Source: an optimization exercise on an open RTL-to-GDS flow (aim: small area, a short achievable clock period and few clock cycles per item). Production flows keep margins and buffers that such runs may drop. Where RTL was checked, it was by simulation tests only, not by an equivalence proof against the original.

Setup of job 101:
// complex_mult_pipe
module complex_mult_pipe #(
  parameter int IN0_W    = 16,
  parameter int IN0_FRAC = 8,
  parameter int IN1_W    = 12,
  parameter int IN1_FRAC = 10,
  parameter int OUT_W    = 16,
  parameter int OUT_FRAC = 8,
  parameter int ROUND    = 1
) (
  input  logic             CLK,
  input  logic             RST_N,
  input  logic             IN_VALID,
  output logic             IN_READY,
  input  logic             CONJ,
  input  logic [IN0_W-1:0] IN0_Real,
  input  logic [IN0_W-1:0] IN0_Img,
  input  logic [IN1_W-1:0] IN1_Real,
  input  logic [IN1_W-1:0] IN1_Img,
  output logic             OUT_VALID,
  input  logic             OUT_READY,
  output logic [OUT_W-1:0] OUT_Real,
  output logic [OUT_W-1:0] OUT_Img,
  output logic             OVF
);
  logic [2:1] vld_q;
  logic stall;
  assign stall     = vld_q[2] & ~OUT_READY;
  assign IN_READY  = ~stall;
  assign OUT_VALID = vld_q[2];
  always_ff @(posedge CLK or negedge RST_N) begin
    if (!RST_N)      vld_q <= '0;
    else if (!stall) vld_q <= {vld_q[1], IN_VALID};
  end
  logic [15:0] ar, ai;
  logic [17:0] ar3, ai3;
  logic [3:0] br_s1, br_s2, br_s3, br_s4, br_neg, bi_s1, bi_s2, bi_s3, bi_s4, nr_neg, ni_neg;
  logic [3:0] br_s1_d, br_s2_d, br_s3_d, br_s4_d, br_neg_d;
  logic [12:0] br_x;
  assign br_x = {IN1_Real, 1'b0};
  for (genvar k = 0; k < 4; k++) begin : g_enc_br
    logic c1, c0, cm;
    assign c1 = br_x[3*k+2] ^ br_x[3*k+3];
    assign c0 = br_x[3*k+1] ^ br_x[3*k+3];
    assign cm = br_x[3*k]   ^ br_x[3*k+3];
    assign br_s1_d[k] = ~c1 & (c0 ^ cm);
    assign br_s2_d[k] = (c1 & ~c0 & ~cm) | (~c1 & c0 & cm);
    assign br_s3_d[k] = c1 & (c0 ^ cm);
    assign br_s4_d[k] = c1 & c0 & cm;
    assign br_neg_d[k] = br_x[3*k+3];
  end
  logic [3:0] bi_s1_d, bi_s2_d, bi_s3_d, bi_s4_d, bi_neg_d;
  logic [12:0] bi_x;
  assign bi_x = {IN1_Img, 1'b0};
  for (genvar k = 0; k < 4; k++) begin : g_enc_bi
    logic c1, c0, cm;
    assign c1 = bi_x[3*k+2] ^ bi_x[3*k+3];
    assign c0 = bi_x[3*k+1] ^ bi_x[3*k+3];
    assign cm = bi_x[3*k]   ^ bi_x[3*k+3];
    assign bi_s1_d[k] = ~c1 & (c0 ^ cm);
    assign bi_s2_d[k] = (c1 & ~c0 & ~cm) | (~c1 & c0 & cm);
  ...
clock: 6.5 ns
lec_check: 0
cap_margin: 20
core_margin: 2
core_utilization: 40
setup_slack_margin: 3.0
slew_margin: 20
run.sh (not shown) runs the stock make flow with config.mk's settings and CLKGATE_MAP_FILE= SYNTH_SCRIPT=/design/flow/synth_recipe.tcl, a recipe that flattens the netlist after the stock synthesis.
--- input diff job 101..job 103 ---
# job 101
export LEC_CHECK = 0
export CAP_MARGIN = 20
export CORE_MARGIN = 2
export CORE_UTILIZATION = 40
export SETUP_SLACK_MARGIN = 3.0
export SLEW_MARGIN = 20
create_clock -name core_clock -period 6.5 [get_ports {CLK}]
# job 103
export LEC_CHECK = 0
export CAP_MARGIN = 20
export CORE_MARGIN = 2
export CORE_UTILIZATION = 40
export SLEW_MARGIN = 20
create_clock -name core_clock -period 6.5 [get_ports {CLK}]
- The run showing the greater cell count is job 101.
- Job 103 vs. job 101: sequential fraction of total cell area rose 3.1 points; clock latency on the worst-skew pair about even; met1 layer usage reported by global route fell 3.2 points; total vias in the final route fell 9.4%.
- Job 103 ends up with lower critical path buffer and inverter count than job 101 does.
- Compare job 101 and job 103 | maximum frequency higher: job 101
- First-pass GRT wire length went down by more than 10% going from job 101 to job 103.
No functional check of the RTL was part of any run of this note.

v58:
Another version of the RTL of complex_mult_pipe (not shown whole).
For scale: roughly 2500 cells after synthesis, ~280 flip-flops, about 96 I/O pins, about 0.027 mm² of cells after synthesis.
make LEC_CHECK=0 CAP_MARGIN=20 CORE_MARGIN=2 CORE_UTILIZATION=40 PLACE_DENSITY=0.5 SETUP_SLACK_MARGIN=2.5 SLEW_MARGIN=20 finish   # period 6.5 ns
Testbench counts of v58, summed over its fixed seeds: cycles 16,024, items 16,000.
The following lists how v56 was set up differently from v58:
- changing SETUP_SLACK_MARGIN from 2.5 to 2.0
Notes after the runs:
- Compare v58 and v56 | met2 global-route usage lower: v56
- Maximum frequency for v56 is lower than for v58.
- Between v58 and v56, the number of nets in the finished design figures differ only marginally.
- The number of non-clock buffers in the layout reported for v56 is smaller than that of v58 by about 2.4%.
Changes in v54 relative to v56:
- changing SETUP_SLACK_MARGIN from 2.0 to 3.0
==> flow/flow/run.sh (new file) <==
#!/bin/bash
set -o pipefail
cp standard.sh standard_sh.log
export BUFFER_PORTS_ARGS="-buffer_cell sky130_fd_sc_hd__buf_2"
bash standard.sh > standard.log 2>&1
==> flow/standard.sh (new file) <==
#!/bin/bash
# synth_recipe.tcl (not shown) runs the flow's synth.tcl, then flattens the netlist and writes it again
# the make line also repeats each setting of config.mk as NAME=value (left out here)
make -C /OpenROAD-flow-scripts/flow DESIGN_CONFIG=/design/flow/config.mk WORK_HOME=/design/flow/orfs CLKGATE_MAP_FILE= SYNTH_SCRIPT=/design/flow/synth_recipe.tcl "${@:-finish}"
removed: flow/run.sh
[summary]
v54 reports its top routing layer in use as met4 while v56 reports met5.
v56 → v54: global-route wire length before repair higher; register-to-register slack higher.
v54 went all the way through the flow, and no timing, DRC or antenna check failed.
Per the comparison of v54 with v56, number of nets produced by synthesis held steady; final wirelength shows an increase of about 3%; transition time at the pin with the least slew margin went down.
[inputs] v9 vs v54
==> flow/run.sh (new file) <==
#!/bin/bash
# synth_recipe.tcl (not shown) runs the flow's synth.tcl, then flattens the netlist and writes it again
# the make line also repeats each setting of config.mk as NAME=value (left out here)
make -C /OpenROAD-flow-scripts/flow DESIGN_CONFIG=/design/flow/config.mk WORK_HOME=/design/flow/orfs CLKGATE_MAP_FILE= SYNTH_SCRIPT=/design/flow/synth_recipe.tcl finish
removed: flow/flow/run.sh
removed: flow/standard.sh
Notes after the runs:
- Summary of v9 over v54: area growth from synthesis to final layout saw an increase, instance area after placement saw an increase.
- Compared v9 vs v54, and post-route cell area is up in v9.
- v9 gives less worst-path maximum fanout than v54 did.
- Between v9 and v54, the difference in wire length is negligible.

-- re-timing with driven ports --
Ports are ideal in the flow. The routed layouts listed here were re-timed in OpenROAD.
Step 1, drivers: a clkbuf_16 drives CLK and a buf_2 each remaining input, both assumed.
Step 2, shift: input delay + t, output delay - t, t = (earliest + latest rising clock arrival at the registers) / 2. This alone moves slack from input paths to output paths.
a / b / c = ideal ports / drivers / drivers and shift; a / b = the first two.
run | t, ns | setup slack, ns | worst setup path at the end | slew at the worst register clock pin (ns) | pins driven straight from the clock port
job 101 | 0.546 | 1.453 / 1.396 / 1.941 | register to output | 0.07 / 0.07 | 1
job 103 | 0.548 | 0.460 / 0.399 / 0.948 | register to output | 0.07 / 0.07 | 1
v58 | 0.617 | 2.647 / 2.587 / 2.204 | input to register | 0.06 / 0.06 | 1
v56 | 0.617 | 2.302 / 2.275 / 2.169 | input to register | 0.06 / 0.06 | 1
v54 | 0.629 | 3.001 / 3.001 / 2.612 | input to register | 0.07 / 0.07 | 1
v9 | 0.613 | 2.992 / 2.930 / 2.537 | input to register | 0.06 / 0.06 | 1
After both steps setup and hold are still met in every run listed. For v9, which loses most, drivers alone change the setup slack by -0.062 ns; drivers and shift together by -0.455 ns.
